From an optimization exercise on the open Yosys and OpenROAD flow, aimed at small area and a short achievable clock period; shortcuts taken in it are not production practice. RTL that was checked went through simulation tests only; none was proved equivalent to the original. The RTL of runs 1 and 2 was laid out without a check of its function. No activity file was given, so power comes from the tool's default toggle rates.

==> design/flow/design.v <==
module simple_fifo_adapter #(
    parameter int DATA_IN_WIDTH  = 16,
    parameter int DATA_OUT_WIDTH = 128,
    parameter int ADDR_WIDTH     = 4,
    parameter int FULL_SLACK     = 1,
    parameter int USE_LAST       = 1
) (
    input  logic                      clk,
    input  logic                      rst,
    input  logic                      wr_ena,
    input  logic [DATA_IN_WIDTH-1:0]  wr_dat,
    input  logic                      wr_last,
    output logic                      wr_full,
    input  logic                      rd_ena,
    output logic [DATA_OUT_WIDTH-1:0] rd_dat,
    output logic                      rd_last,
    output logic                      rd_empty,
    output logic [ADDR_WIDTH:0]       rd_dat_cnt
);
    localparam int RATIO  = DATA_OUT_WIDTH / DATA_IN_WIDTH;
    localparam int DEPTH  = 1 << ADDR_WIDTH;
    localparam int W      = DATA_IN_WIDTH;
    localparam logic [ADDR_WIDTH:0] CNT_MAX    = (ADDR_WIDTH + 1)'(DEPTH);
    localparam logic [ADDR_WIDTH:0] FULL_LEVEL = (ADDR_WIDTH + 1)'(DEPTH - FULL_SLACK);
    logic [DATA_OUT_WIDTH:0] mem [DEPTH];
    logic [W-1:0]            pack [RATIO-1];
    logic [DEPTH-1:0]        wsel, rsel;           
    logic [RATIO-1:0]        lane_eq;              
    logic [RATIO-1:0]        lane_lt;              
    logic [ADDR_WIDTH:0]     count;
    logic                    empty, full;          
    logic                    last_in, commit_req, commit_ok, wr_adv, rd_accept, slot_free;
    logic [DATA_OUT_WIDTH:0] wword, rword;
    assign last_in    = (USE_LAST != 0) && wr_last;
    assign rd_accept  = rd_ena && !empty;
    assign commit_req = wr_ena && (lane_eq[RATIO-1] || last_in);
    assign commit_ok  = commit_req && slot_free;
    assign wr_adv     = wr_ena && !commit_req;
    assign slot_free  = !full || rd_ena;
    always_comb begin
        for (int k = 0; k < RATIO; k++) begin
            if (k < RATIO - 1)
                wword[k*W +: W] = ({W{lane_lt[k]}} & pack[k]) | ({W{lane_eq[k]}} & wr_dat);
            else
                wword[k*W +: W] = {W{lane_eq[k]}} & wr_dat;
        end
        wword[DATA_OUT_WIDTH] = last_in;
    end
    logic inc, dec;
    logic [ADDR_WIDTH:0] count_up, count_dn;
    assign inc      = commit_ok && !rd_accept;
    assign dec      = rd_accept && !commit_ok;
    assign count_up = count + 1'b1;
    assign count_dn = count - 1'b1;
    always_ff @(posedge clk) begin
        if (rst) begin
            wsel     <= DEPTH'(1);
            rsel     <= DEPTH'(1);
            count    <= '0;
            empty    <= 1'b1;
            full     <= 1'b0;
            lane_eq  <= RATIO'(1);
            lane_lt  <= '0;
            wr_full  <= (FULL_LEVEL == '0);
        end else begin
            if (inc) begin
                count   <= count_up;
                empty   <= 1'b0;
                full    <= (count_up == CNT_MAX);
                wr_full <= (count_up >= FULL_LEVEL);
            end else if (dec) begin
                count   <= count_dn;
                empty   <= (count_dn == '0);
                full    <= 1'b0;
                wr_full <= (count_dn >= FULL_LEVEL);
            end
            if (rd_accept) rsel <= {rsel[DEPTH-2:0], rsel[DEPTH-1]};
            if (commit_ok) wsel <= {wsel[DEPTH-2:0], wsel[DEPTH-1]};
            if (commit_ok) begin
                lane_eq <= RATIO'(1);
                lane_lt <= '0;
            end else if (wr_adv) begin
                lane_eq <= {lane_eq[RATIO-2:0], 1'b0};
                lane_lt <= {lane_lt[RATIO-2:0], 1'b1};
            end
        end
    end
    always_ff @(posedge clk) begin
        for (int k = 0; k < RATIO - 1; k++)
            if (lane_eq[k]) pack[k] <= wr_dat;
    end
    always_ff @(posedge clk) begin
        for (int i = 0; i < DEPTH; i++)
            if (wsel[i] && slot_free) mem[i] <= wword;
    end
    always_comb begin
        rword = '0;
        for (int i = 0; i < DEPTH; i++)
            rword = rword | ({(DATA_OUT_WIDTH+1){rsel[i]}} & mem[i]);
    end
    always_ff @(posedge clk) begin
        if (rst) begin
            rd_dat  <= '0;
            rd_last <= 1'b0;
        end else if (rd_accept) begin
            rd_dat  <= rword[DATA_OUT_WIDTH-1:0];
            rd_last <= rword[DATA_OUT_WIDTH];
        end
    end
    assign rd_empty   = empty;
    assign rd_dat_cnt = count;
endmodule
==> design/flow/run.sh <==
#!/bin/bash
# synth_recipe.tcl (not shown) runs the flow's synth.tcl, then flattens the netlist and writes it again
# the make line also repeats each setting of config.mk as NAME=value (left out here)
make -C /OpenROAD-flow-scripts/flow DESIGN_CONFIG=/design/flow/config.mk WORK_HOME=/design/flow/orfs CLKGATE_MAP_FILE= SYNTH_SCRIPT=/design/flow/synth_recipe.tcl finish
==> design/flow/config.mk <==
export PLATFORM = sky130hd
export DESIGN_NAME = simple_fifo_adapter
export DESIGN_NICKNAME = simple_fifo_adapter
export VERILOG_FILES = /design/flow/design.v
export SDC_FILE = /design/flow/constraint.sdc
export NUM_CORES = 4
export LEC_CHECK = 0
export CAP_MARGIN = 20
export CORE_MARGIN = 2
export CORE_UTILIZATION = 40
export CTS_CLUSTER_DIAMETER = 60
export CTS_CLUSTER_SIZE = 25
export SETUP_SLACK_MARGIN = 1.8
export SLEW_MARGIN = 20
==> design/flow/constraint.sdc <==
create_clock -name core_clock -period 4.0 [get_ports {clk}]
set_input_delay 0.8000 -clock core_clock [delete_from_list [all_inputs] [get_ports {clk}]]
set_output_delay 0.8000 -clock core_clock [all_outputs]
set_load 0.01 [all_outputs]
==> results.sh, run 1 <==
export IMPL_status="no timing/DRC/antenna violations"
export IMPL_drtPass1Iterations=10
export IMPL_critPathKind="in -> reg"
export IMPL_hold_viol_final=0
export IMPL_synth_ff_type="edfxtp_1"
export IMPL_rsz0062_at_grt="yes"
export IMPL_syn2layout_area_growth_pct=13.4
export IMPL_hp_start="wsel[4]$_SDFFE_PP0P_"
export IMPL_seq_area_um2=69400
export IMPL_cp_start_kind="primary input"
export IMPL_clockBufferDepth=3
export IMPL_power_leakage_uw=0.0300
export IMPL_syn_inst=4613
export IMPL_synth_nets=4641
export IMPL_ir_worst_vdd_v=0.000455
export IMPL_pwr_share_comb_pct=3.6
export IMPL_r2r_start="rsel[6]$_SDFFE_PP0P_"
export IMPL_synth_area_top_cells="edfxtp_1 78%, a22oi_1 6.9%, dfxtp_1 4.4%"
export IMPL_finalCritPeriodShare_pct=56.5
export IMPL_hold_path_depth=2
export IMPL_power_internal_uw=35100
export IMPL_critical_path_required_ps=4510
export IMPL_start_util_pct=40.2
export IMPL_seq_power_share_pct=60.3
export IMPL_gp_congestion=0.780
export IMPL_dr_first_iter_drc_count=7701
export IMPL_min_to="wsel[5]$_SDFFE_PP0P_"
export IMPL_root_buffer="clkbuf_16"
export IMPL_dieArea_um2=214000
export IMPL_period_needed_ps=2260
export IMPL_switching_share_pct=22.2
export IMPL_grt_busiest_layer="met2"
export IMPL_clockPowerShare_pct=36.1
export IMPL_layout_drive_gt1_share_pct=16.9
export IMPL_ys_ff_latch=2360
export IMPL_cts_buffers=139
export IMPL_multi_input_area_um2=13600
export IMPL_yosys_area_top_type="edfxtp_1"
export IMPL_clk_pin_slew_ps=80
export IMPL_cp_max_fo=25
export IMPL_rrSetupSlack_ps=1800
export IMPL_cp_end_kind="flop"
export IMPL_grt_pass1_vias=46609
export IMPL_hold_class="reg -> reg"
export IMPL_fp_dieH_um=463
export IMPL_nFillCells=17775
export IMPL_setup_viol=0
export IMPL_fin_tns_setup_ps=0
export IMPL_grtUsageMet3_pct=3.58
export IMPL_r2r_cells=5
export IMPL_finalNetCount=4806
export IMPL_gr_total_overflow=0
export IMPL_grt_max_degree=78
export IMPL_cts_tree="built"
export IMPL_routed_wl_um=267000
export IMPL_track_usage_pct=23.8
export IMPL_slew_headroom_pct=32.0
export IMPL_die_w_um=463
export IMPL_synth_most_common_cell="edfxtp_1"
export IMPL_synthArstFlopShare_pct=0
export IMPL_dp_hpwl_um=127000
export IMPL_drc=0
export IMPL_cts_max_level=4
export IMPL_fmax_mhz=442
export IMPL_antenna_found_initial=8
export IMPL_slew_violations=0
export IMPL_grtUsageMet2_pct=38.6
export IMPL_max_cap_violations=0
export IMPL_vias=48914
export IMPL_use_met1_pct=33.5
export IMPL_arrival_ps=2770
export IMPL_antenna_left=0
export IMPL_insertion_delay_ps=850
export IMPL_r2r_end="rd_dat[5]$_SDFFE_PP0P_"
export IMPL_synth_area_um2=84200
export IMPL_wire_per_inst_um=34.6
export IMPL_portBuffers=156
export IMPL_worst_clock_skew_ps=48.1
export IMPL_cts_hold_buffers=0
export IMPL_cts_sink_count=2360
export IMPL_switchingPower_uw=10000
export IMPL_grt_pass1_wl_um=366000
export IMPL_synth_edff_count=2176
export IMPL_utilization_pct=45.6
export IMPL_vias_per_cell=6.35
export IMPL_ys_warn_count=3
export IMPL_yosysSeqAreaShare_pct=82.0
export IMPL_power_density_nw_per_um2=473
export IMPL_core_area_um2=209000
export IMPL_syn_area_per_cell_um2=18.3
export IMPL_io_pins=157
export IMPL_tightestPinTransition_ps=1020
export IMPL_synth_commonest_cells="2,176 x edfxtp_1, 774 x a22oi_1, 184 x dfxtp_1"
export IMPL_synth_distinct_cells=46
export IMPL_synth_top_area_share_pct=77.6
export IMPL_num_rows=168
worst max-delay path by stage:
stage | start | endpoint | slack, ps | depth (start not counted)
after floorplan | rd_ena | mem[0][0]$_DFFE_PP_ | 1520 | 3
after global placement | wr_last | empty$_SDFFE_PP1P_ | 550 | 8
after detailed placement | wr_last | wr_full$_SDFFE_PP0P_ | 490 | 10
after CTS | rd_dat[117]$_SDFFE_PP0P_ | rd_dat[117] | 1740 | 1
after global routing | rd_ena | mem[4][75]$_DFFE_PP_ | 1730 | 5
final | rd_ena | mem[5][26]$_DFFE_PP_ | 1740 | 5
power by group through the flow:
stage / sequential (µW) / clock, µW / combinational, µW
global route: 27200 / 17200 / 1720
CTS: 27200 / 16400 / 1570
floorplan: 27700 / 0 / 765
finish: 27200 / 16300 / 1620
global placement: 27800 / 0 / 1530
detailed placement: 27800 / 0 / 1550
cell families after synthesis:
logic type | count (synthesis) | synth area share (%)
multiplexers | 1 | 0.0119
buffers and inverters | 352 | 2.12
AO/OA/AOI/OAI | 1207 | 11.8
flip-flops | 2360 | 82.0
XOR/XNOR | 8 | 0.0832
AND/OR/NAND/NOR | 678 | 3.96
adder cells (fa/ha/maj) | 7 | 0.104
final cells by class:
| class | instances | share of cell area (%) |
|---|---|---|
| sequential | 2360 | 72.7 |
| clock buffer | 159 | 3.80 |
| tap | 2805 | 3.68 |
| antenna | 4 | 0.0105 |
| multi-input combinational | 1902 | 14.2 |
| timing repair buffer | 368 | 4.29 |
| clock inverter | 99 | 1.28 |
| inverter | 6 | 0.0380 |
| timing repair inverter | 1 | 0.00917 |
per-stage QoR:
| step | instances | hold WS [ps] | cell area, µm² | total power (µW) | setup WS, ps |
|---|---|---|---|---|---|
| after floorplan | 4613 | 445 | 84300 | 28500 | 1520 |
| after global placement | 7390 | 452 | 89900 | 29300 | 553 |
| after detailed placement | 7390 | 465 | 89900 | 29300 | 491 |
| after CTS | 7678 | 436 | 95100 | 45200 | 1740 |
| after global routing | 7702 | 459 | 95500 | 46200 | 1730 |
| final | 7704 | 479 | 95500 | 45100 | 1740 |
cells in the final DEF (no fill, tap or decap), types with 105 or more instances in the layout:
master	n
nor2_1	142
clkbuf_16	142
nor3_1	130
a22o_1	112
edfxtp_1	2176
buf_4	105
nand3_1	131
a22oi_1	774
nand4_1	129
a222oi_1	129
critical path, stage by stage:
cell and delay (ps):
clkdlybuf4s50_1 520, nand2b_4 240, buf_4 160, and2_4 640, buf_4 360
timing repair:
| item | 4_1_cts | 5_1_grt |
|---|---|---|
| gates cloned | 1 | 3 |
| resized for setup | 811 | 28 |
| buffers inserted | 29 | 19 |
| setup endpoints to repair | 375 | 220 |
flip-flops by register name, indices dropped and copies added (netlist names):
| register | count |
|---|---|
| count | 5 |
| empty | 1 |
| full | 1 |
| lane_eq | 8 |
| lane_lt | 7 |
| mem | 2064 |
| pack | 112 |
| rd_dat | 128 |
| rd_last | 1 |
| rsel | 16 |
| wr_full | 1 |
| wsel | 16 |
per-layer routing:
metal / part of all wire [%] / wire length [µm]
met1: 40 / 106000
met3: 10 / 27500
met5: 0.0075 / 20
met4: 2.9 / 7690
met2: 47 / 126000
==> run 2, diff against run 1 <==
==> design/flow/flow/run.sh (new file) <==
#!/bin/bash
# Standard layout, with the clock tree built from larger sink clusters and without the dummy
# loads CTS adds for balancing. Each step's full log stays in orfs/logs; make's own output goes
# to flow_make.log in this folder.
set -euo pipefail
export CTS_ARGS="-sink_clustering_enable -repair_clock_nets -dont_use_dummy_load -sink_clustering_size 30 -sink_clustering_max_diameter 60"
bash standard.sh finish > flow_make.log 2>&1
==> design/flow/standard.sh (new file) <==
#!/bin/bash
# synth_recipe.tcl (not shown) runs the flow's synth.tcl, then flattens the netlist and writes it again
# the make line also repeats each setting of config.mk as NAME=value (left out here)
make -C /OpenROAD-flow-scripts/flow DESIGN_CONFIG=/design/flow/config.mk WORK_HOME=/design/flow/orfs CLKGATE_MAP_FILE= SYNTH_SCRIPT=/design/flow/synth_recipe.tcl "${@:-finish}"
--- a/design/flow/config.mk
+++ b/design/flow/config.mk
@@ -9,6 +9,4 @@
 export CORE_MARGIN = 2
 export CORE_UTILIZATION = 40
-export CTS_CLUSTER_DIAMETER = 60
-export CTS_CLUSTER_SIZE = 25
 export SETUP_SLACK_MARGIN = 1.8
 export SLEW_MARGIN = 20
removed: design/flow/run.sh
==> results.sh, run 2 <==
export IMPL_syn2layout_area_growth_pct=11.7
export IMPL_utilization_pct=44.9
export IMPL_cp_cell_sequence="clkdlybuf4s50_1 > nand2b_4 > buf_4 > and2_4 > buf_4"
export IMPL_synth_most_common_cell="edfxtp_1"
export IMPL_top_register="mem"
export IMPL_root_buffer="clkbuf_16"
export IMPL_yosysSeqAreaShare_pct=82.0
export IMPL_syn_inst=4613
export IMPL_m1WireLength_um=104000
export IMPL_r2r_start="rsel[6]$_SDFFE_PP0P_"
export IMPL_syn_area_per_cell_um2=18.3
export IMPL_synth_commonest_cells="2,176 x edfxtp_1, 774 x a22oi_1, 184 x dfxtp_1"
export IMPL_cts_buffers=136
export IMPL_hold_class="reg -> reg"
export IMPL_status="no timing/DRC/antenna violations"
export IMPL_track_usage_pct=23.9
export IMPL_setup_ws_ps=1670
export IMPL_rsz0062_at_grt="yes"
export IMPL_power_leakage_uw=0.0293
export IMPL_largest_reg_flops=2064
export IMPL_dp_hpwl_um=127000
export IMPL_synth_nets=4641
export IMPL_critPathSlowestCell="and2_4"
export IMPL_met3_length_um=27100
export IMPL_antenna_left=0
export IMPL_setup_viol=0
export IMPL_power_density_nw_per_um2=450
export IMPL_crit_start="rd_ena"
export IMPL_dr_wl_met2_um=126000
export IMPL_cts_tree="built"
export IMPL_ir_worst_vdd_v=0.000411
export IMPL_synth_area_top_cells="edfxtp_1 78%, a22oi_1 6.9%, dfxtp_1 4.4%"
export IMPL_core_area_um2=209000
export IMPL_antenna_found_initial=10
export IMPL_slew_headroom_pct=31.9
export IMPL_finalNetCount=4813
export IMPL_gr_total_overflow=0
export IMPL_arrival_ps=2820
export IMPL_wire_per_inst_um=34.8
export IMPL_final_cell_mix="2,176 x edfxtp_1, 774 x a22oi_1, 142 x nor2_1, 136 x clkbuf_16, 131 x nand3_1"
export IMPL_cp_max_fo=25
export IMPL_insertion_delay_ps=830
export IMPL_fp_dieH_um=463
export IMPL_cp_end_kind="flop"
export IMPL_synth_distinct_cells=46
export IMPL_clk_pin_slew_ps=90
export IMPL_finalNonFillerCells=7594
export IMPL_synth_area_um2=84200
export IMPL_portBuffers=156
export IMPL_hp_start="wsel[6]$_SDFFE_PP0P_"
export IMPL_place_inst=7390
export IMPL_final_area_um2=94100
export IMPL_period_needed_ps=2330
export IMPL_vias=48394
export IMPL_num_rows=168
export IMPL_start_util_pct=40.2
export IMPL_cp_num_buf_inv=3
export IMPL_routed_wl_um=264000
export IMPL_dieArea_um2=214000
export IMPL_cp_slowest_stage_delay_ps=660
export IMPL_fmax_mhz=430
export IMPL_grt_pass1_vias=46349
export IMPL_layout_drive_gt1_share_pct=15.2
export IMPL_tightestPinTransition_ps=1020
export IMPL_io_pins=157
export IMPL_fin_tns_setup_ps=0
export IMPL_critical_path_required_ps=4490
export IMPL_gp_congestion=0.780
export IMPL_place_ws_ps=491
export IMPL_path_delay_family="buffers and inverters"
export IMPL_synth_ff_type="edfxtp_1"
export IMPL_yosys_area_top_type="edfxtp_1"
export IMPL_clockBufferDepth=3
export IMPL_nFillCells=17832
export IMPL_layout_commonest_cell="edfxtp_1"
export IMPL_cp_start_kind="primary input"
export IMPL_cts_sink_count=2360
export IMPL_drc=0
export IMPL_hold_viol_final=0
export IMPL_max_cap_violations=0
export IMPL_die_w_um=463
export IMPL_placed_cell_area_um2=89900
export IMPL_synth_edff_count=2176
export IMPL_ys_ff_latch=2360
export IMPL_critPathKind="in -> reg"
export IMPL_cts_hold_buffers=0
export IMPL_cts_max_level=4
export IMPL_grt_pass1_wl_um=366000
export IMPL_worst_clock_skew_ps=82.3
export IMPL_crit_top_cell="buf_4"
export IMPL_finalCritPeriodShare_pct=58.1
export IMPL_reg_top3="mem (2064), rd_dat (128), pack (112)"
export IMPL_synth_top_area_share_pct=77.6
export IMPL_highest_layer="met4"
export IMPL_slew_violations=0
export IMPL_ys_warn_count=3
export IMPL_grt_max_degree=78
export IMPL_dr_first_iter_drc_count=8068
export IMPL_synthArstFlopShare_pct=0
export IMPL_vias_per_cell=6.37
export IMPL_drtPass1Iterations=6
run 2: per-stage QoR:
stage	hold slack (ps)	power, µW
finish	479	42300
global route	480	43300
CTS	450	42400
detailed placement	465	29300
global placement	452	29300
floorplan	445	28500
run 2: path summary, 6_finish.rpt:
| check | to | slack, ps | cells past startpoint |
|---|---|---|---|
| setup / recovery | mem[5][37]$_DFFE_PP_ | 1670 | 5 |
| hold / removal | wsel[6]$_SDFFE_PP0P_ | 480 | 2 |
| setup reg to reg | rd_dat[5]$_SDFFE_PP0P_ | 1810 | 5 |
| hold reg to reg | wsel[6]$_SDFFE_PP0P_ | 480 | 2 |
run 2: area by class of cell:
cell class	count	area, µm²	share of cell area (%)
antenna	6	15.0	0.0160
clock buffer	136	3400	3.62
inverter	6	36.3	0.0386
tap	2805	3510	3.73
multi-input combinational	1904	13600	14.4
timing repair buffer	377	4160	4.43
sequential	2360	69400	73.8
run 2: where the power goes:
part | internal, µW | switching [µW] | leakage [µW]
clock | 6050 | 7480 | 0.00168
combinational | 513 | 1060 | 0.00567
sequential | 27000 | 231 | 0.0220
total | 33500 | 8770 | 0.0293
run 2: worst min-delay path, delay by kind of cell (launching register included):
kind / cells / cell delay (ps)
flip-flops: 1 / 330
AND/OR/NAND/NOR: 1 / 60
AO/OA/AOI/OAI: 1 / 50
run 2: logic make-up (layout without fill, tap and decap cells):
| family | count (synthesis) | in the layout | share of synthesized area (%) |
|---|---|---|---|
| compound gates | 1207 | 1207 | 11.8 |
| other cells | 0 | 6 | 0 |
| flops | 2360 | 2360 | 82.0 |
| simple gates | 678 | 681 | 3.96 |
| fa+ha+maj | 7 | 7 | 0.104 |
| xor+xnor | 8 | 8 | 0.0832 |
| buf+inv | 352 | 519 | 2.12 |
| mux | 1 | 1 | 0.0119 |
run 2: layer usage:
layer  up-vias  global-route usage [%]
met5         -                       0
li1      19457                       -
met4         0                    6.39
met3       349                    3.90
met1     25607                    33.3
met2      2981                    38.8
run 2: repair_timing:
| item | in CTS | in global routing |
|---|---|---|
| setup endpoints to repair | 381 | 262 |
| cloned | 2 | 2 |
| resized for setup | 760 | 27 |
| buffers inserted | 32 | 26 |
==> run 3, diff against run 2 <==
--- a/design/flow/design.v
+++ b/design/flow/design.v
@@ -25,5 +25,7 @@
     logic [DATA_OUT_WIDTH:0] mem [DEPTH];
     logic [W-1:0]            pack [RATIO-1];
-    logic [DEPTH-1:0]        wsel, rsel;           
+    logic [DEPTH-1:0]        wsel;                 
+    localparam int NRS = 2;
+    logic [DEPTH-1:0]        rsel [NRS];
     logic [RATIO-1:0]        lane_eq;              
     logic [RATIO-1:0]        lane_lt;              
@@ -56,5 +58,5 @@
         if (rst) begin
             wsel     <= DEPTH'(1);
-            rsel     <= DEPTH'(1);
+            for (int c = 0; c < NRS; c++) rsel[c] <= DEPTH'(1);
             count    <= '0;
             empty    <= 1'b1;
@@ -75,5 +77,6 @@
                 wr_full <= (count_dn >= FULL_LEVEL);
             end
-            if (rd_accept) rsel <= {rsel[DEPTH-2:0], rsel[DEPTH-1]};
+            if (rd_accept)
+                for (int c = 0; c < NRS; c++) rsel[c] <= {rsel[c][DEPTH-2:0], rsel[c][DEPTH-1]};
             if (commit_ok) wsel <= {wsel[DEPTH-2:0], wsel[DEPTH-1]};
             if (commit_ok) begin
@@ -96,6 +99,7 @@
     always_comb begin
         rword = '0;
-        for (int i = 0; i < DEPTH; i++)
-            rword = rword | ({(DATA_OUT_WIDTH+1){rsel[i]}} & mem[i]);
+        for (int b = 0; b <= DATA_OUT_WIDTH; b++)
+            for (int i = 0; i < DEPTH; i++)
+                rword[b] = rword[b] | (rsel[b * NRS / (DATA_OUT_WIDTH + 1)][i] & mem[i][b]);
     end
     always_ff @(posedge clk) begin
==> results.sh, run 3 <==
export IMPL_status="no timing/DRC/antenna violations"
export IMPL_tightestPinTransition_ps=1120
export IMPL_synth_commonest_cells="2,176 x edfxtp_1, 775 x a22oi_1, 200 x dfxtp_1"
export IMPL_portBuffers=156
export IMPL_grt_pass1_vias=46913
export IMPL_top_register="mem"
export IMPL_power_leakage_uw=0.0293
export IMPL_power_internal_uw=33600
export IMPL_ys_warn_count=4
export IMPL_cts_hold_buffers=0
export IMPL_critPathKind="reg -> reg"
export IMPL_num_rows=168
export IMPL_layout_drive_gt1_share_pct=14.1
export IMPL_start_util_pct=40.3
export IMPL_critical_path_required_ps=4660
export IMPL_yosys_area_top_type="edfxtp_1"
export IMPL_io_pins=157
export IMPL_seq_power_share_pct=64.7
export IMPL_gr_total_overflow=0
export IMPL_die_w_um=464
export IMPL_setup_ws_ps=1740
export IMPL_cp_max_fo=31
export IMPL_dp_hpwl_um=127000
export IMPL_setup_viol=0
export IMPL_layout_commonest_cell="edfxtp_1"
export IMPL_antenna_found_initial=10
export IMPL_syn_area_per_cell_um2=18.1
export IMPL_fp_dieH_um=464
export IMPL_switching_share_pct=20.6
export IMPL_cp_num_buf_inv=2
export IMPL_drc=0
export IMPL_dieArea_um2=215000
export IMPL_synth_ff_type="edfxtp_1"
export IMPL_track_usage_pct=24.0
export IMPL_synth_area_top_cells="edfxtp_1 77%, a22oi_1 6.9%, dfxtp_1 4.7%"
export IMPL_cp_start_kind="flop"
export IMPL_synth_area_um2=84500
export IMPL_cts_tree="built"
export IMPL_fin_tns_setup_ps=0
export IMPL_cp_slowest_stage_delay_ps=560
export IMPL_ir_worst_vdd_v=0.000468
export IMPL_power_uw=42300
export IMPL_grt_pass1_wl_um=367000
export IMPL_finalNetCount=4850
export IMPL_critPathSlowestCell="dfxtp_4"
export IMPL_utilization_pct=44.8
export IMPL_power_density_nw_per_um2=450
export IMPL_synthXorXnorAreaFrac_pct=0.0829
export IMPL_vias_per_cell=6.37
export IMPL_place_ws_ps=656
export IMPL_yosys_area_share_adder_pct=0.104
export IMPL_cp_cell_sequence="buf_4 > a22oi_1 > nand4_1 > a2111oi_1 > buf_4 > nor3_1"
export IMPL_drtPass1Iterations=7
export IMPL_hold_class="reg -> reg"
export IMPL_clockBufferDepth=3
export IMPL_synth_distinct_cells=50
export IMPL_slew_violations=0
export IMPL_max_cap_violations=0
export IMPL_core_area_um2=210000
export IMPL_finalCritPeriodShare_pct=56.6
export IMPL_slew_headroom_pct=25.4
export IMPL_root_buffer="clkbuf_16"
export IMPL_ys_ff_latch=2376
export IMPL_largest_reg_flops=2064
export IMPL_dr_first_iter_drc_count=7925
export IMPL_crit_top_cell="buf_4"
export IMPL_clk_pin_slew_ps=100
export IMPL_final_cell_mix="2,176 x edfxtp_1, 775 x a22oi_1, 142 x nor2_1, 133 x clkbuf_16, 131 x nand3_1"
export IMPL_grt_max_degree=116
export IMPL_syn2layout_area_growth_pct=11.1
export IMPL_cp_end_kind="flop"
export IMPL_synth_most_common_cell="edfxtp_1"
export IMPL_synth_compound_area_share_pct=11.8
export IMPL_pwr_share_comb_pct=3.7
export IMPL_synth_nets=4693
export IMPL_routed_wl_um=268000
export IMPL_synthArstFlopShare_pct=0
export IMPL_yosys_area_share_simple_pct=4.08
export IMPL_fmax_mhz=442
export IMPL_path_delay_family="compound AO/OA/AOI/OAI gates"
export IMPL_arrival_ps=2920
export IMPL_hold_viol_final=0
export IMPL_synth_edff_count=2176
export IMPL_cts_sink_count=2376
export IMPL_gp_congestion=0.759
export IMPL_reg_top3="mem (2064), rd_dat (128), pack (112)"
export IMPL_cts_max_level=4
export IMPL_period_needed_ps=2260
export IMPL_cts_buffers=133
export IMPL_worst_clock_skew_ps=81.2
export IMPL_insertion_delay_ps=820
export IMPL_nFillCells=18049
export IMPL_syn_inst=4665
export IMPL_placed_cell_area_um2=90100
export IMPL_antenna_left=0
export IMPL_yosysSeqAreaShare_pct=82.0
export IMPL_synth_top_family_by_area="compound AO/OA/AOI/OAI gates"
export IMPL_synth_top_area_share_pct=77.3
export IMPL_switchingPower_uw=8710
export IMPL_vias=48610
export IMPL_synthMuxAreaShare_pct=0.0118
export IMPL_wire_per_inst_um=35.1
export IMPL_rsz0062_at_grt="yes"
export IMPL_final_area_um2=93900
export IMPL_clockPowerShare_pct=31.6
run 3: changes by cell type after synthesis, sizes merged, moves of 2 or more:
cell | previous run | this run
a21oi | 49 | 64
buf | 180 | 185
clkbuf | 166 | 150
dfxtp | 184 | 200
inv | 5 | 7
nand2 | 96 | 125
nor2b | 4 | 2
nor4 | 1 | 3
xnor2 | 2 | 4
xor2 | 6 | 4
run 3: logic make-up after synthesis:
logic type / Yosys count
flops: 2376
compound gates: 1224
simple gates: 706
buf+inv: 343
xor+xnor: 8
fa+ha+maj: 7
mux: 1
run 3: cell type report:
type	instances	area (µm²)	area share [%]
tap	2805	3510	3.74
inverter	8	38.8	0.0413
sequential	2376	69700	74.2
timing repair buffer	355	3650	3.89
antenna	5	12.5	0.0133
multi-input combinational	1948	13700	14.6
clock buffer	133	3330	3.54
run 3: layer usage:
metal  routed length (µm)  GRT usage [%]  vias to the layer above
li1                     -              -                    19624
met2               126000           38.3                     3035
met3                29700           5.24                      369
met5                    0              0                        -
met4                 8710           7.96                        0
met1               104000           32.7                    25582
run 3: final timing paths:
check | startpoint | endpoint | slack, ps | depth (start not counted)
setup / recovery | rsel[1][14]$_SDFFE_PP0P_ | rd_dat[103]$_SDFFE_PP0P_ | 1740 | 6
hold / removal | wsel[2]$_SDFFE_PP0P_ | wsel[3]$_SDFFE_PP0P_ | 460 | 2
setup reg to reg | rsel[1][14]$_SDFFE_PP0P_ | rd_dat[103]$_SDFFE_PP0P_ | 1740 | 6
hold reg to reg | wsel[2]$_SDFFE_PP0P_ | wsel[3]$_SDFFE_PP0P_ | 460 | 2
run 3: what timing repair did:
item                                    4_1_cts  5_1_grt
pin swaps                                     2        0
buffers inserted                             24       13
gates resized for setup                     701       16
endpoints found under the setup margin      262      268
gates cloned                                  1        1
run 3: worst reg2reg max path, delay by kind of cell, from the launching register on:
kind / cells / cell delay [ps]
flops: 1 / 560
compound gates: 2 / 780
simple gates: 2 / 200
buf+inv: 2 / 590
run 3: power groups by stage:
| stage | sequential (µW) | clock, µW | combinational, µW |
|---|---|---|---|
| 2_1_floorplan | 27900 | 0 | 778 |
| 3_3_place_gp | 28000 | 0 | 1520 |
| 3_5_place_dp | 28000 | 0 | 1540 |
| 4_1_cts | 27400 | 13500 | 1530 |
| 5_1_grt | 27400 | 14200 | 1670 |
| 6_report | 27400 | 13300 | 1570 |
run 3: per-stage QoR:
stage	hold WS, ps	instances
global placement	453	7452
detailed placement	460	7453
CTS	461	7611
global route	495	7626
finish	463	7630
floorplan	445	4665
==> run 4, diff against run 3 <==
--- a/design/flow/config.mk
+++ b/design/flow/config.mk
@@ -9,4 +9,4 @@
 export CORE_MARGIN = 2
 export CORE_UTILIZATION = 40
-export SETUP_SLACK_MARGIN = 1.8
+export SETUP_SLACK_MARGIN = 1.9
 export SLEW_MARGIN = 20
==> results.sh, run 4 <==
export IMPL_period_needed_ps=2190
export IMPL_seq_area_um2=69800
export IMPL_finalCritPeriodShare_pct=54.7
export IMPL_worst_clock_skew_ps=83.4
export IMPL_layout_commonest_cell="edfxtp_1"
export IMPL_dr_first_iter_drc_count=8852
export IMPL_clk_pin_slew_ps=110
export IMPL_switching_share_pct=20.7
export IMPL_fmax_mhz=457
export IMPL_finalNetCount=4896
export IMPL_synth_most_common_cell="edfxtp_1"
export IMPL_fin_tns_setup_ps=0
export IMPL_finalNonFillerCells=7677
export IMPL_clockPowerShare_pct=31.5
export IMPL_cp_cell_sequence="buf_6"
export IMPL_setup_viol=0
export IMPL_num_rows=168
export IMPL_synth_nets=4693
export IMPL_vias=49303
export IMPL_critPathSlowestCell="dfxtp_4"
export IMPL_drtPass1Iterations=9
export IMPL_cts_buffers=133
export IMPL_grt_pass1_vias=47139
export IMPL_rsz0062_at_grt="yes"
export IMPL_syn_area_per_cell_um2=18.1
export IMPL_seq_power_share_pct=64.5
export IMPL_dp_hpwl_um=127000
export IMPL_dieArea_um2=215000
export IMPL_arrival_ps=1390
export IMPL_synth_distinct_cells=50
export IMPL_insertion_delay_ps=830
export IMPL_hold_class="reg -> reg"
export IMPL_portBuffers=156
export IMPL_start_util_pct=40.3
export IMPL_nFillCells=17903
export IMPL_cp_end_kind="primary output"
export IMPL_multi_input_area_um2=13800
export IMPL_grt_pass1_wl_um=372000
export IMPL_status="no timing/DRC/antenna violations"
export IMPL_antenna_found_initial=11
export IMPL_root_buffer="clkbuf_16"
export IMPL_cp_start_kind="flop"
export IMPL_path_delay_family="flip-flops"
export IMPL_critPathKind="reg -> out"
export IMPL_synth_commonest_cells="2,176 x edfxtp_1, 775 x a22oi_1, 200 x dfxtp_1"
export IMPL_antenna_left=0
export IMPL_io_pins=157
export IMPL_syn_inst=4665
export IMPL_critical_path_required_ps=3200
export IMPL_synth_edff_count=2176
export IMPL_slew_headroom_pct=28.6
export IMPL_cts_sink_count=2376
export IMPL_vias_per_cell=6.42
export IMPL_track_usage_pct=24.5
export IMPL_drc=0
export IMPL_routed_wl_um=276000
export IMPL_power_density_nw_per_um2=445
export IMPL_ys_warn_count=4
export IMPL_place_ws_ps=656
export IMPL_pwr_share_comb_pct=4.0
export IMPL_top_register="mem"
export IMPL_yosysSeqAreaShare_pct=82.0
export IMPL_wire_per_inst_um=36.0
export IMPL_synth_ff_type="edfxtp_1"
export IMPL_synth_area_top_cells="edfxtp_1 77%, a22oi_1 6.9%, dfxtp_1 4.7%"
export IMPL_synth_top_area_share_pct=77.3
export IMPL_max_cap_violations=0
export IMPL_utilization_pct=45.5
export IMPL_final_cell_mix="2,176 x edfxtp_1, 775 x a22oi_1, 141 x nor2_1, 134 x clkbuf_16, 133 x buf_4"
export IMPL_fp_dieH_um=464
export IMPL_core_area_um2=210000
export IMPL_grt_max_degree=116
export IMPL_switchingPower_uw=8770
export IMPL_yosys_area_top_type="edfxtp_1"
export IMPL_die_w_um=464
export IMPL_largest_reg_flops=2064
export IMPL_power_leakage_uw=0.0297
export IMPL_cp_slowest_stage_delay_ps=440
export IMPL_synthArstFlopShare_pct=0
export IMPL_cts_tree="built"
export IMPL_cts_max_level=4
export IMPL_cp_num_buf_inv=1
export IMPL_gr_total_overflow=0
export IMPL_clockBufferDepth=3
export IMPL_cp_max_fo=2
export IMPL_tightestPinTransition_ps=1070
export IMPL_slew_violations=0
export IMPL_syn2layout_area_growth_pct=12.8
export IMPL_setup_ws_ps=1810
export IMPL_reg_top3="mem (2064), rd_dat (128), pack (112)"
export IMPL_synth_area_um2=84500
export IMPL_layout_drive_gt1_share_pct=16.2
export IMPL_power_internal_uw=33700
export IMPL_ys_ff_latch=2376
export IMPL_ir_worst_vdd_v=0.000470
export IMPL_place_inst=7453
export IMPL_hold_viol_final=0
export IMPL_gp_congestion=0.759
run 4: cells by family (layout without fill, tap and decap cells):
| group | count (synthesis) | after routing | share of synthesized area (%) |
|---|---|---|---|
| muxes | 1 | 1 | 0.0118 |
| xor gates and xnor gates | 8 | 8 | 0.0829 |
| AOI/OAI and AO/OA | 1224 | 1224 | 11.8 |
| DFF | 2376 | 2376 | 82.0 |
| and+or+nand+nor | 706 | 713 | 4.08 |
| other | 0 | 6 | 0 |
| adders and majority gates | 7 | 7 | 0.104 |
| buffers and inverters | 343 | 537 | 1.94 |
run 4: final timing paths:
path / to / startpoint / depth (start not counted) / slack [ps]
max: rd_dat[98] / rd_dat[98]$_SDFFE_PP0P_ / 1 / 1810
min: wsel[3]$_SDFFE_PP0P_ / wsel[2]$_SDFFE_PP0P_ / 2 / 460
max reg2reg: rd_dat[72]$_SDFFE_PP0P_ / rsel[1][6]$_SDFFE_PP0P_ / 5 / 1920
min reg2reg: wsel[3]$_SDFFE_PP0P_ / wsel[2]$_SDFFE_PP0P_ / 2 / 460
run 4: power by group through the flow:
stage	clock network, µW	registers (µW)	logic [µW]
2_1_floorplan	0	27900	778
3_3_place_gp	0	28000	1520
3_5_place_dp	0	28000	1540
4_1_cts	13500	27400	1660
5_1_grt	14200	27400	1820
6_report	13400	27400	1710
run 4: layout make-up:
| cell class | count | area share (%) |
|---|---|---|
| inverter | 8 | 0.0485 |
| timing repair buffer | 396 | 5.08 |
| multi-input combinational | 1953 | 14.5 |
| sequential | 2376 | 73.2 |
| clock buffer | 133 | 3.49 |
| antenna | 6 | 0.0157 |
| tap | 2805 | 3.68 |
run 4: timing repair:
| action | in CTS | in global routing |
|---|---|---|
| cloned | 1 | 7 |
| endpoints found under the setup margin | 615 | 1153 |
| pin swaps | 4 | 8 |
| resized for setup | 929 | 45 |
| setup buffers | 42 | 35 |
| hold endpoints to repair | 0 | 0 |
| hold buffers | 0 | 0 |
run 4: stage by stage:
step / cell area (µm²) / power (µW) / hold WS (ps)
floorplan: 84600 / 28600 / 445
finish: 95400 / 42500 / 463
CTS: 94600 / 42500 / 461
global route: 95400 / 43500 / 495
detailed placement: 90100 / 29500 / 460
global placement: 90100 / 29500 / 453
run 4: routing by layer:
metal | wire, µm | up-vias | global-route usage, %
met1 | 105000 | 25856 | 33.2
met2 | 128000 | 3236 | 38.9
li1 | - | 19732 | -
met3 | 32900 | 475 | 5.65
met5 | 23 | - | 0
met4 | 10100 | 4 | 8.22
==> run 5, diff against run 4 <==
--- a/design/flow/config.mk
+++ b/design/flow/config.mk
@@ -8,5 +8,6 @@
 export CAP_MARGIN = 20
 export CORE_MARGIN = 2
-export CORE_UTILIZATION = 40
+export CORE_UTILIZATION = 50
+export PLACE_DENSITY = 0.65
 export SETUP_SLACK_MARGIN = 1.9
 export SLEW_MARGIN = 20
==> results.sh, run 5 <==
export IMPL_hold_path_depth=2
export IMPL_cts_max_level=4
export IMPL_cts_sink_count=2376
export IMPL_grt_pass1_vias=46368
export IMPL_insertion_delay_ps=820
export IMPL_r2r_start="count[1]$_SDFFE_PP0P_"
export IMPL_ys_ff_latch=2376
export IMPL_tightestPinTransition_ps=1130
export IMPL_setup_viol=0
export IMPL_dr_wl_met2_um=120000
export IMPL_synth_ff_type="edfxtp_1"
export IMPL_synth_distinct_cells=50
export IMPL_synth_edff_count=2176
export IMPL_synth_area_top_cells="edfxtp_1 77%, a22oi_1 6.9%, dfxtp_1 4.7%"
export IMPL_io_pins=157
export IMPL_critPathKind="reg -> out"
export IMPL_vias_per_cell=7.01
export IMPL_hold_class="reg -> reg"
export IMPL_power_leakage_uw=0.0294
export IMPL_synth_most_common_cell="edfxtp_1"
export IMPL_finalNonFillerCells=7030
export IMPL_rsz0062_at_grt="yes"
export IMPL_seq_power_share_pct=64.7
export IMPL_power_internal_uw=33700
export IMPL_drtPass1Iterations=8
export IMPL_pwr_share_comb_pct=3.8
export IMPL_synthArstFlopShare_pct=0
export IMPL_fin_tns_setup_ps=0
export IMPL_gr_total_overflow=0
export IMPL_final_cell_mix="2,176 x edfxtp_1, 775 x a22oi_1, 141 x nor2_1, 134 x clkbuf_16, 131 x nand3_1"
export IMPL_path_delay_family="flip-flops"
export IMPL_antenna_left=0
export IMPL_place_inst=6840
export IMPL_critical_path_required_ps=3200
export IMPL_start_util_pct=50.4
export IMPL_syn2layout_area_growth_pct=10.9
export IMPL_cp_max_fo=2
export IMPL_yosys_area_top_type="edfxtp_1"
export IMPL_largest_reg_flops=2064
export IMPL_cts_tree="built"
export IMPL_highest_layer="met5"
export IMPL_track_usage_pct=29.1
export IMPL_slew_headroom_pct=24.4
export IMPL_hp_start="wsel[12]$_SDFFE_PP0P_"
export IMPL_dieArea_um2=172000
export IMPL_clockBufferDepth=3
export IMPL_root_buffer="clkbuf_16"
export IMPL_synth_commonest_cells="2,176 x edfxtp_1, 775 x a22oi_1, 200 x dfxtp_1"
export IMPL_finalCritPeriodShare_pct=53.7
export IMPL_grt_pass1_wl_um=356000
export IMPL_synth_nets=4693
export IMPL_status="no timing/DRC/antenna violations"
export IMPL_syn_inst=4665
export IMPL_fmax_mhz=465
export IMPL_hold_viol_final=0
export IMPL_ys_warn_count=4
export IMPL_layout_commonest_cell="edfxtp_1"
export IMPL_drc=0
export IMPL_syn_area_per_cell_um2=18.1
export IMPL_cp_slowest_stage_delay_ps=420
export IMPL_routed_wl_um=258000
export IMPL_switchingPower_uw=8640
export IMPL_synth_area_um2=84500
export IMPL_top_register="mem"
export IMPL_yosysSeqAreaShare_pct=82.0
export IMPL_m1WireLength_um=96600
export IMPL_min_to="wsel[13]$_SDFFE_PP0P_"
export IMPL_wire_per_inst_um=36.7
export IMPL_portBuffers=156
export IMPL_grt_max_degree=123
export IMPL_met3_length_um=33000
export IMPL_antenna_found_initial=7
export IMPL_arrival_ps=1350
export IMPL_ir_worst_vdd_v=0.000330
export IMPL_max_cap_violations=0
export IMPL_num_rows=150
export IMPL_cp_num_buf_inv=1
export IMPL_clockPowerShare_pct=31.5
export IMPL_vias=49253
export IMPL_layout_drive_gt1_share_pct=15.2
export IMPL_finalNetCount=4855
export IMPL_clk_pin_slew_ps=100
export IMPL_dr_first_iter_drc_count=8557
export IMPL_core_area_um2=168000
export IMPL_gp_congestion=0.773
export IMPL_switching_share_pct=20.4
export IMPL_cts_buffers=134
export IMPL_fp_dieH_um=415
export IMPL_dp_hpwl_um=120000
export IMPL_r2r_cells=8
export IMPL_cp_start_kind="flop"
export IMPL_worst_clock_skew_ps=73.1
export IMPL_die_w_um=415
export IMPL_power_density_nw_per_um2=451
export IMPL_period_needed_ps=2150
export IMPL_r2r_end="wr_full$_SDFFE_PP0P_"
export IMPL_critPathSlowestCell="dfxtp_4"
export IMPL_rrSetupSlack_ps=1900
export IMPL_cp_cell_sequence="buf_6"
export IMPL_cp_end_kind="primary output"
export IMPL_slew_violations=0
export IMPL_reg_top3="mem (2064), rd_dat (128), pack (112)"
export IMPL_synth_top_area_share_pct=77.3
==> run 5: cell counts after synthesis <==
Identical to the previous run, type by type.
==> run 5: power by group through the flow <==
stage	registers, µW	logic, µW	clock network [µW]
3_3_place_gp	28000	1480	0
4_1_cts	27400	1580	13400
6_report	27400	1610	13300
5_1_grt	27400	1700	14200
3_5_place_dp	28000	1490	0
2_1_floorplan	27900	778	0
==> run 5: worst max path at each step <==
stage,start,endpoint,cells after the start
final,rd_dat[101]$_SDFFE_PP0P_,rd_dat[101],1
after global placement,wr_last,wr_full$_SDFFE_PP0P_,8
after floorplan,rd_ena,wr_full$_SDFFE_PP0P_,11
after CTS,count[0]$_SDFFE_PP0P_,rd_dat_cnt[0],1
after detailed placement,wr_last,wr_full$_SDFFE_PP0P_,8
after global routing,rd_dat[101]$_SDFFE_PP0P_,rd_dat[101],1
==> run 5: routing by layer <==
metal  track usage (%)  vias to the layer above
met2              45.7                     3500
met1              41.6                    25726
met4              8.27                        2
met3              5.82                      410
li1                  -                    19615
met5                 0                        -
==> run 5: through the flow <==
| step | worst slack, ps | hold WS, ps | power [µW] | util (%) | instance area (µm²) |
|---|---|---|---|---|---|
| after global placement | 678 | 452 | 29400 | 53.2 | 89200 |
| after detailed placement | 631 | 465 | 29500 | 53.2 | 89200 |
| final | 1850 | 461 | 42300 | 55.9 | 93700 |
| after global routing | 1800 | 497 | 43300 | 55.9 | 93700 |
| after CTS | 1760 | 450 | 42400 | 55.8 | 93500 |
| after floorplan | 1490 | 445 | 28600 | - | 84600 |
==> run 5: final cells by class <==
class / instances / area, µm²
Antenna cell: 1 / 2.50
Clock buffer: 134 / 3350
Fill cell: 12554 / 73900
Inverter: 8 / 47.5
Multi-Input combinational cell: 1948 / 13700
Sequential cell: 2376 / 69800
Tap cell: 2204 / 2760
Timing Repair Buffer: 357 / 4060
Timing Repair inverter: 2 / 17.5
==> run 5: repair_timing <==
| item | 4_1_cts | 5_1_grt |
|---|---|---|
| buffers inserted | 43 | 8 |
| hold buffers | 0 | 0 |
| cloned | 4 | 0 |
| pin swaps | 1 | 2 |
| resized for setup | 850 | 37 |
| setup endpoints to repair | 1028 | 273 |
==> run 5: kinds of logic (layout without fill, tap and decap cells) <==
group | count (synthesis) | after routing | share of synthesized area (%)
other | 0 | 1 | 0
AOI/OAI and AO/OA | 1224 | 1224 | 11.8
muxes | 1 | 1 | 0.0118
and+or+nand+nor | 706 | 708 | 4.08
xor gates and xnor gates | 8 | 8 | 0.0829
DFF | 2376 | 2376 | 82.0
adders and majority gates | 7 | 7 | 0.104
buffers and inverters | 343 | 501 | 1.94
==> run 6, diff against run 5 <==
--- a/design/flow/config.mk
+++ b/design/flow/config.mk
@@ -8,6 +8,6 @@
 export CAP_MARGIN = 20
 export CORE_MARGIN = 2
-export CORE_UTILIZATION = 50
-export PLACE_DENSITY = 0.65
+export CORE_UTILIZATION = 55
+export PLACE_DENSITY = 0.7
 export SETUP_SLACK_MARGIN = 1.9
 export SLEW_MARGIN = 20
==> results.sh, run 6 <==
export IMPL_track_usage_pct=31.7
export IMPL_synth_distinct_cells=50
export IMPL_seq_power_share_pct=64.8
export IMPL_grt_max_degree=104
export IMPL_reg_top3="mem (2064), rd_dat (128), pack (112)"
export IMPL_finalNetCount=4857
export IMPL_yosys_area_top_type="edfxtp_1"
export IMPL_slew_headroom_pct=22.4
export IMPL_tightestPinTransition_ps=1160
export IMPL_cp_end_kind="primary output"
export IMPL_clk_pin_slew_ps=100
export IMPL_finalNonFillerCells=6859
export IMPL_gp_congestion=0.811
export IMPL_cp_start_kind="flop"
export IMPL_wire_per_inst_um=37.0
export IMPL_antenna_left=0
export IMPL_cts_hold_buffers=0
export IMPL_yosysSeqAreaShare_pct=82.0
export IMPL_synth_area_top_cells="edfxtp_1 77%, a22oi_1 6.9%, dfxtp_1 4.7%"
export IMPL_fp_dieH_um=396
export IMPL_io_pins=157
export IMPL_cts_tree="built"
export IMPL_switching_share_pct=20.3
export IMPL_critical_path_required_ps=3200
export IMPL_place_inst=6666
export IMPL_fin_tns_setup_ps=0
export IMPL_clockPowerShare_pct=31.5
export IMPL_top_register="mem"
export IMPL_routed_wl_um=254000
export IMPL_grt_pass1_vias=47166
export IMPL_ys_warn_count=4
export IMPL_rsz0062_at_grt="yes"
export IMPL_max_cap_violations=0
export IMPL_yosys_area_share_adder_pct=0.104
export IMPL_power_density_nw_per_um2=451
export IMPL_antenna_found_initial=6
export IMPL_core_area_um2=152000
export IMPL_hold_ws_ps=460
export IMPL_layout_drive_gt1_share_pct=14.9
export IMPL_syn_inst=4665
export IMPL_power_internal_uw=33700
export IMPL_vias_per_cell=7.24
export IMPL_dp_hpwl_um=118000
export IMPL_vias=49628
export IMPL_setup_viol=0
export IMPL_worst_clock_skew_ps=61.5
export IMPL_cts_buffers=135
export IMPL_cp_num_buf_inv=1
export IMPL_pwr_share_comb_pct=3.7
export IMPL_slew_violations=0
export IMPL_layout_commonest_cell="edfxtp_1"
export IMPL_synth_area_um2=84500
export IMPL_cp_cell_sequence="buf_6"
export IMPL_drc=0
export IMPL_final_cell_mix="2,176 x edfxtp_1, 775 x a22oi_1, 141 x nor2_1, 135 x clkbuf_16, 131 x nand3_1"
export IMPL_synthXorXnorAreaFrac_pct=0.0829
export IMPL_synthMuxAreaShare_pct=0.0118
export IMPL_cp_slowest_stage_delay_ps=430
export IMPL_status="no timing/DRC/antenna violations"
export IMPL_largest_reg_flops=2064
export IMPL_ir_worst_vdd_v=0.000318
export IMPL_power_leakage_uw=0.0294
export IMPL_synth_most_common_cell="edfxtp_1"
export IMPL_clockBufferDepth=3
export IMPL_cts_sink_count=2376
export IMPL_cp_depth=1
export IMPL_finalCritPeriodShare_pct=54.3
export IMPL_arrival_ps=1370
export IMPL_dr_first_iter_drc_count=9556
export IMPL_grt_pass1_wl_um=352000
export IMPL_num_rows=143
export IMPL_fmax_mhz=460
export IMPL_synth_ff_type="edfxtp_1"
export IMPL_dieArea_um2=157000
export IMPL_critPathKind="reg -> out"
export IMPL_syn_area_per_cell_um2=18.1
export IMPL_hold_class="reg -> reg"
export IMPL_synth_top_family_by_area="compound AO/OA/AOI/OAI gates"
export IMPL_synth_nets=4693
export IMPL_synthArstFlopShare_pct=0
export IMPL_path_delay_family="flip-flops"
export IMPL_synth_commonest_cells="2,176 x edfxtp_1, 775 x a22oi_1, 200 x dfxtp_1"
export IMPL_insertion_delay_ps=810
export IMPL_synth_compound_area_share_pct=11.8
export IMPL_yosys_area_share_simple_pct=4.08
export IMPL_cp_max_fo=2
export IMPL_synth_top_area_share_pct=77.3
export IMPL_start_util_pct=55.5
export IMPL_drtPass1Iterations=7
export IMPL_nFillCells=10481
export IMPL_ys_ff_latch=2376
export IMPL_period_needed_ps=2170
export IMPL_synth_edff_count=2176
export IMPL_switchingPower_uw=8580
export IMPL_r2r_cells=1
export IMPL_portBuffers=156
export IMPL_root_buffer="clkbuf_16"
export IMPL_rrSetupSlack_ps=1870
export IMPL_gr_total_overflow=0
export IMPL_die_w_um=396
export IMPL_syn2layout_area_growth_pct=10.9
export IMPL_cts_max_level=4
export IMPL_critPathSlowestCell="dfxtp_4"
export IMPL_hold_path_depth=2
export IMPL_hold_viol_final=0
-- run 6: cell counts after synthesis --
Identical to the previous run, type by type.
-- run 6: repair_timing --
action                                  4_1_cts  5_1_grt
gates cloned                                  1        0
pin swaps                                     1        1
endpoints found under the setup margin      600      105
setup buffers                                45       10
gates resized for setup                     842       41
-- run 6: tightest hold or removal path, cell delays in order (launching register included) --
cell and delay, ps:
dfxtp_1 320, nand2_1 50, a21oi_1 50
-- run 6: path summary, 6_finish.rpt --
path                      startpoint                      end
min          lane_lt[6]$_SDFFE_PP0P_  lane_lt[6]$_SDFFE_PP0P_
min reg2reg  lane_lt[6]$_SDFFE_PP0P_  lane_lt[6]$_SDFFE_PP0P_
max reg2reg  lane_lt[1]$_SDFFE_PP0P_     mem[3][24]$_DFFE_PP_
max           rd_dat[0]$_SDFFE_PP0P_                rd_dat[0]
-- run 6: final cells by class --
class / count / area [µm²] / share of cell area, %
tap: 2030 / 2540 / 2.71
sequential: 2376 / 69800 / 74.5
timing repair buffer: 361 / 4230 / 4.52
antenna: 2 / 5.00 / 0.00534
inverter: 8 / 45.0 / 0.0481
multi-input combinational: 1947 / 13700 / 14.7
clock buffer: 135 / 3380 / 3.60
-- run 6: logic make-up (layout without fill, tap and decap cells) --
group / after synthesis / after routing
buffers and inverters: 343 / 504
flip-flops: 2376 / 2376
multiplexers: 1 / 1
XOR/XNOR: 8 / 8
other: 0 / 2
AO/OA/AOI/OAI: 1224 / 1224
AND/OR/NAND/NOR: 706 / 707
adder cells (fa/ha/maj): 7 / 7
-- run 6: power by group through the flow --
stage	combinational [µW]	sequential, µW	clock [µW]
after floorplan	778	27900	0
after global placement	1440	28000	0
after detailed placement	1460	28000	0
after CTS	1520	27400	13300
after global routing	1670	27400	14100
final	1570	27400	13300
-- run 6: layer usage --
layer	track usage (%)	vias to the layer above	part of all wire, %
li1	-	19630	-
met1	45.5	25434	36
met2	48.9	4062	46
met3	6.86	500	15
met4	10.2	2	3.5
met5	0	-	0.019
-- run 6: stage by stage --
step,instance area [µm²],setup WS (ps),total power [µW],utilization (%)
global route,93700,1810,43200,61.5
global placement,89000,479,29400,58.5
CTS,93400,1800,42300,61.3
detailed placement,89000,443,29400,58.5
floorplan,84600,1490,28600,-
finish,93700,1830,42300,61.6
==> run 7, diff against run 6 <==
--- a/design/flow/config.mk
+++ b/design/flow/config.mk
@@ -8,6 +8,5 @@
 export CAP_MARGIN = 20
 export CORE_MARGIN = 2
-export CORE_UTILIZATION = 55
-export PLACE_DENSITY = 0.7
-export SETUP_SLACK_MARGIN = 1.9
+export CORE_UTILIZATION = 40
+export SETUP_SLACK_MARGIN = 1.95
 export SLEW_MARGIN = 20
==> results.sh, run 7 <==
export IMPL_cp_max_fo=2
export IMPL_rrSetupSlack_ps=1970
export IMPL_finalCritPeriodShare_pct=54.8
export IMPL_insertion_delay_ps=830
export IMPL_cts_tree="built"
export IMPL_synthXorXnorAreaFrac_pct=0.0829
export IMPL_synth_top_area_share_pct=77.3
export IMPL_gp_congestion=0.759
export IMPL_period_needed_ps=2190
export IMPL_hold_class="reg -> reg"
export IMPL_yosys_area_share_adder_pct=0.104
export IMPL_critical_path_required_ps=3200
export IMPL_setup_viol=0
export IMPL_synth_ff_type="edfxtp_1"
export IMPL_synth_area_top_cells="edfxtp_1 77%, a22oi_1 6.9%, dfxtp_1 4.7%"
export IMPL_vias_per_cell=6.42
export IMPL_slew_violations=0
export IMPL_syn_inst=4665
export IMPL_antenna_found_initial=11
export IMPL_dr_first_iter_drc_count=8669
export IMPL_grt_pass1_wl_um=375000
export IMPL_synth_distinct_cells=50
export IMPL_layout_drive_gt1_share_pct=17.1
export IMPL_synth_edff_count=2176
export IMPL_ys_warn_count=4
export IMPL_cts_buffers=133
export IMPL_critPathSlowestCell="dfxtp_4"
export IMPL_ir_worst_vdd_v=0.000473
export IMPL_syn_area_per_cell_um2=18.1
export IMPL_synth_top_family_by_area="compound AO/OA/AOI/OAI gates"
export IMPL_cp_slowest_stage_delay_ps=440
export IMPL_yosys_area_top_type="edfxtp_1"
export IMPL_largest_reg_flops=2064
export IMPL_hold_viol_final=0
export IMPL_vias=49495
export IMPL_cts_hold_buffers=0
export IMPL_worst_clock_skew_ps=84.8
export IMPL_cts_max_level=4
export IMPL_clockBufferDepth=3
export IMPL_path_delay_family="flip-flops"
export IMPL_tightestPinTransition_ps=984
export IMPL_dieArea_um2=215000
export IMPL_fp_dieH_um=464
export IMPL_io_pins=157
export IMPL_rsz0062_at_grt="yes"
export IMPL_drc=0
export IMPL_track_usage_pct=24.7
export IMPL_wire_per_inst_um=36.2
export IMPL_synthArstFlopShare_pct=0
export IMPL_grt_max_degree=116
export IMPL_cp_cell_sequence="buf_6"
export IMPL_layout_commonest_cell="edfxtp_1"
export IMPL_critPathKind="reg -> out"
export IMPL_gr_total_overflow=0
export IMPL_cp_num_buf_inv=1
export IMPL_routed_wl_um=279000
export IMPL_yosys_area_share_simple_pct=4.08
export IMPL_grt_pass1_vias=47281
export IMPL_arrival_ps=1390
export IMPL_antenna_left=0
export IMPL_dp_hpwl_um=127000
export IMPL_portBuffers=156
export IMPL_die_w_um=464
export IMPL_max_cap_violations=0
export IMPL_slew_headroom_pct=34.4
export IMPL_synth_compound_area_share_pct=11.8
export IMPL_utilization_pct=45.8
export IMPL_cp_start_kind="flop"
export IMPL_power_leakage_uw=0.0300
export IMPL_root_buffer="clkbuf_16"
export IMPL_drtPass1Iterations=6
export IMPL_start_util_pct=40.3
export IMPL_yosysSeqAreaShare_pct=82.0
export IMPL_syn2layout_area_growth_pct=13.5
export IMPL_synth_area_um2=84500
export IMPL_cp_end_kind="primary output"
export IMPL_status="no timing/DRC/antenna violations"
export IMPL_core_area_um2=210000
export IMPL_num_rows=168
export IMPL_final_cell_mix="2,176 x edfxtp_1, 774 x a22oi_1, 152 x buf_4, 146 x buf_6, 141 x nor2_1"
export IMPL_synth_most_common_cell="edfxtp_1"
export IMPL_synth_nets=4693
export IMPL_top_register="mem"
export IMPL_fmax_mhz=457
export IMPL_finalNetCount=4936
export IMPL_fin_tns_setup_ps=0
export IMPL_cts_sink_count=2376
export IMPL_ys_ff_latch=2376
export IMPL_reg_top3="mem (2064), rd_dat (128), pack (112)"
export IMPL_power_density_nw_per_um2=443
export IMPL_clk_pin_slew_ps=110
export IMPL_synth_commonest_cells="2,176 x edfxtp_1, 775 x a22oi_1, 200 x dfxtp_1"
export IMPL_synthMuxAreaShare_pct=0.0118
## run 7: cell counts after synthesis
Identical to the previous run, type by type.
## run 7: cell families after synthesis
family                   Yosys count
flip-flops                      2376
AND/OR/NAND/NOR                  706
multiplexers                       1
XOR/XNOR                           8
AO/OA/AOI/OAI                   1224
adder cells (fa/ha/maj)            7
buffers and inverters            343
## run 7: final cells by class
class                      count  area (µm²)
antenna                        2        5.00
clock buffer                 133        3330
fill                       17858      114000
inverter                       8        51.3
multi-input combinational   1954       13900
sequential                  2376       69800
tap                         2805        3510
timing repair buffer         434        5390
timing repair inverter         1        8.76
## run 7: path summary, 6_finish.rpt
check	startpoint	to	cells past startpoint
setup / recovery	rd_dat[98]$_SDFFE_PP0P_	rd_dat[98]	1
hold / removal	wsel[6]$_SDFFE_PP0P_	wsel[6]$_SDFFE_PP0P_	2
setup reg to reg	rsel[0][8]$_SDFFE_PP0P_	rd_dat[52]$_SDFFE_PP0P_	5
hold reg to reg	wsel[6]$_SDFFE_PP0P_	wsel[6]$_SDFFE_PP0P_	2
## run 7: what timing repair did
| item | CTS | global route |
|---|---|---|
| resized for setup | 956 | 58 |
| cloned | 3 | 8 |
| pin swaps | 5 | 8 |
| setup endpoints to repair | 1033 | 1444 |
| setup buffers | 64 | 50 |
## run 7: per-stage QoR
stage / hold WS [ps] / worst slack, ps / total power, µW / cells / cell area, µm²
global placement: 453 / 604 / 29500 / 7452 / 90100
global route: 495 / 1770 / 43500 / 7712 / 96000
detailed placement: 460 / 656 / 29500 / 7453 / 90100
CTS: 461 / 1780 / 42500 / 7653 / 95100
finish: 471 / 1810 / 42500 / 7713 / 96000
floorplan: 445 / 1490 / 28600 / 4665 / 84600
## run 7: power breakdown
part	switching [µW]	total (µW)	leakage, µW	internal [µW]
logic	1110	1780	0.00625	669
clock network	7440	13400	0.00164	5930
registers	259	27400	0.0221	27100
## run 7: layer usage
| metal | up-vias | track usage [%] | part of all wire (%) |
|---|---|---|---|
| li1 | 19788 | - | - |
| met4 | 6 | 8.48 | 3.6 |
| met3 | 448 | 5.86 | 12 |
| met2 | 3370 | 39.2 | 46 |
| met1 | 25883 | 33.4 | 38 |
| met5 | - | 0 | 0.011 |
==> run 8, diff against run 7 <==
--- a/design/flow/config.mk
+++ b/design/flow/config.mk
@@ -9,4 +9,6 @@
 export CORE_MARGIN = 2
 export CORE_UTILIZATION = 40
-export SETUP_SLACK_MARGIN = 1.95
+export CTS_CLUSTER_DIAMETER = 60
+export CTS_CLUSTER_SIZE = 30
+export SETUP_SLACK_MARGIN = 2.0
 export SLEW_MARGIN = 20
==> results.sh, run 8 <==
export IMPL_synth_most_common_cell="edfxtp_1"
export IMPL_rsz0062_at_grt="yes"
export IMPL_finalCritPeriodShare_pct=54.8
export IMPL_fin_tns_setup_ps=0
export IMPL_start_util_pct=40.3
export IMPL_wire_per_inst_um=36.6
export IMPL_period_needed_ps=2190
export IMPL_r2r_cells=5
export IMPL_grt_max_degree=116
export IMPL_power_density_nw_per_um2=442
export IMPL_synth_top_area_share_pct=77.3
export IMPL_path_delay_family="flip-flops"
export IMPL_r2r_end="rd_dat[104]$_SDFFE_PP0P_"
export IMPL_r2r_start="rsel[1][9]$_SDFFE_PP0P_"
export IMPL_worst_clock_skew_ps=87.0
export IMPL_cp_start_kind="flop"
export IMPL_vias=49608
export IMPL_synth_area_top_cells="edfxtp_1 77%, a22oi_1 6.9%, dfxtp_1 4.7%"
export IMPL_critical_path_required_ps=3200
export IMPL_largest_reg_flops=2064
export IMPL_dp_hpwl_um=127000
export IMPL_cts_max_level=4
export IMPL_clk_pin_slew_ps=100
export IMPL_layout_drive_gt1_share_pct=17.3
export IMPL_antenna_left=0
export IMPL_arrival_ps=1390
export IMPL_hold_path_depth=2
export IMPL_syn_inst=4665
export IMPL_critPathSlowestCell="dfxtp_4"
export IMPL_root_buffer="clkbuf_16"
export IMPL_fmax_mhz=456
export IMPL_reg_top3="mem (2064), rd_dat (128), pack (112)"
export IMPL_synthArstFlopShare_pct=0
export IMPL_synth_distinct_cells=50
export IMPL_cp_slowest_stage_delay_ps=450
export IMPL_cp_cell_sequence="buf_6"
export IMPL_top_register="mem"
export IMPL_dr_first_iter_drc_count=8939
export IMPL_fp_dieH_um=464
export IMPL_vias_per_cell=6.42
export IMPL_cts_buffers=133
export IMPL_insertion_delay_ps=830
export IMPL_clockBufferDepth=3
export IMPL_antenna_found_initial=13
export IMPL_portBuffers=156
export IMPL_cts_sink_count=2376
export IMPL_setup_viol=0
export IMPL_synth_area_um2=84500
export IMPL_grt_pass1_vias=47417
export IMPL_synth_nets=4693
export IMPL_yosys_area_top_type="edfxtp_1"
export IMPL_status="no timing/DRC/antenna violations"
export IMPL_ir_worst_vdd_v=0.000470
export IMPL_drtPass1Iterations=6
export IMPL_finalNetCount=4941
export IMPL_cp_num_buf_inv=1
export IMPL_gp_congestion=0.759
export IMPL_cts_hold_buffers=0
export IMPL_cp_max_fo=2
export IMPL_min_to="wsel[6]$_SDFFE_PP0P_"
export IMPL_dieArea_um2=215000
export IMPL_synth_ff_type="edfxtp_1"
export IMPL_slew_headroom_pct=34.5
export IMPL_power_leakage_uw=0.0301
export IMPL_syn_area_per_cell_um2=18.1
export IMPL_yosysSeqAreaShare_pct=82.0
export IMPL_track_usage_pct=25.2
export IMPL_ys_ff_latch=2376
export IMPL_die_w_um=464
export IMPL_max_cap_violations=0
export IMPL_hp_start="wsel[6]$_SDFFE_PP0P_"
export IMPL_slew_violations=0
export IMPL_ys_warn_count=4
export IMPL_io_pins=157
export IMPL_core_area_um2=210000
export IMPL_final_cell_mix="2,176 x edfxtp_1, 774 x a22oi_1, 151 x buf_4, 148 x buf_6, 141 x nor2_1"
export IMPL_tightestPinTransition_ps=982
export IMPL_power_uw=42500
export IMPL_hold_viol_final=0
export IMPL_routed_wl_um=282000
export IMPL_utilization_pct=45.8
export IMPL_critPathKind="reg -> out"
export IMPL_synth_edff_count=2176
export IMPL_layout_commonest_cell="edfxtp_1"
export IMPL_synth_commonest_cells="2,176 x edfxtp_1, 775 x a22oi_1, 200 x dfxtp_1"
export IMPL_drc=0
export IMPL_syn2layout_area_growth_pct=13.8
export IMPL_hold_class="reg -> reg"
export IMPL_cp_end_kind="primary output"
export IMPL_rrSetupSlack_ps=2000
export IMPL_gr_total_overflow=0
export IMPL_num_rows=168
export IMPL_grt_pass1_wl_um=380000
export IMPL_cts_tree="built"
==> run 8: cell counts after synthesis <==
Identical to the previous run, type by type.
==> run 8: timing repair <==
action / CTS / global route
setup buffers: 79 / 43
pin swaps: 7 / 5
gates resized for setup: 972 / 70
setup endpoints to repair: 1528 / 295
gates cloned: 6 / 2
==> run 8: cells by family (layout without fill, tap and decap cells) <==
family,count (synthesis),in the layout,share of synthesized area [%]
flops,2376,2376,82.0
compound gates,1224,1224,11.8
simple gates,706,711,4.08
buf+inv,343,584,1.94
xor+xnor,8,8,0.0829
fa+ha+maj,7,7,0.104
mux,1,1,0.0118
other cells,0,6,0
==> run 8: report_power, final <==
| group | switching, µW | internal [µW] | leakage [µW] | total [µW] |
|---|---|---|---|---|
| clock network | 7430 | 5930 | 0.00164 | 13400 |
| logic | 1120 | 669 | 0.00631 | 1790 |
| registers | 259 | 27100 | 0.0221 | 27400 |
==> run 8: per-stage QoR <==
step | setup WS (ps) | area [µm²] | std cells | hold WS (ps)
CTS | 1780 | 95400 | 7671 | 461
global placement | 604 | 90100 | 7452 | 453
detailed placement | 656 | 90100 | 7453 | 460
finish | 1810 | 96200 | 7722 | 471
floorplan | 1490 | 84600 | 4665 | 445
global route | 1770 | 96200 | 7717 | 495
==> run 8: worst max-delay path by stage <==
stage | cells past startpoint | endpoint | start
after floorplan | 11 | wr_full$_SDFFE_PP0P_ | rd_ena
after global placement | 8 | wr_full$_SDFFE_PP0P_ | wr_last
after detailed placement | 8 | wr_full$_SDFFE_PP0P_ | wr_last
after CTS | 1 | rd_dat[98] | rd_dat[98]$_SDFFE_PP0P_
after global routing | 1 | rd_dat[98] | rd_dat[98]$_SDFFE_PP0P_
final | 1 | rd_dat[98] | rd_dat[98]$_SDFFE_PP0P_
==> run 8: cell type report <==
class                      instances  area, µm²
sequential                      2376      69800
timing repair inverter             1       8.76
timing repair buffer             442       5530
inverter                           8       51.3
fill                           17828     114000
clock buffer                     133       3330
antenna                            6       15.0
multi-input combinational       1951      13900
tap                             2805       3510
==> run 8: metal layers <==
layer	wire length (µm)	track usage, %	part of all wire (%)	vias to the layer above
li1	-	-	-	19801
met3	34600	6.56	12	471
met2	131000	39.5	46	3330
met1	106000	33.8	38	26000
met5	30	0	0.011	-
met4	10000	9.25	3.6	6

[what the ideal ports hide]
No port has a modelled driver above. Below, the same layouts with a new extraction and two added sets of constraints.
Step 1, drivers: a clkbuf_16 drives clk and a buf_2 each remaining input, both assumed.
Step 2 times the ports against the registers' clock, not the clock port: input delays grow and output delays shrink by t, the midpoint of the rising clock arrivals with the driver on.
Slacks: no drivers / after step 1 / after step 2; pairs: no drivers / after step 1.
run | shift t [ns] | setup slack, ns | latest minus earliest clock arrival (ns) | slew at the worst register clock pin (ns)
run 1 | 0.904 | 1.738 / 1.705 / 0.886 | 0.051 / 0.052 | 0.10 / 0.10
run 2 | 0.884 | 1.674 / 1.715 / 0.846 | 0.109 / 0.108 | 0.11 / 0.11
run 3 | 0.871 | 1.736 / 1.736 / 1.087 | 0.091 / 0.091 | 0.11 / 0.11
run 4 | 0.873 | 1.814 / 1.730 / 1.142 | 0.091 / 0.091 | 0.11 / 0.11
run 5 | 0.863 | 1.850 / 1.770 / 1.059 | 0.081 / 0.081 | 0.11 / 0.11
run 6 | 0.861 | 1.828 / 1.747 / 1.090 | 0.083 / 0.083 | 0.11 / 0.11
run 7 | 0.877 | 1.810 / 1.726 / 1.242 | 0.093 / 0.093 | 0.11 / 0.11
run 8 | 0.871 | 1.808 / 1.727 / 1.179 | 0.096 / 0.095 | 0.11 / 0.11
After both steps every run listed still meets setup and hold. The setup slack of run 1, which loses most, moves by -0.033 ns with the drivers and by -0.852 ns with both steps.
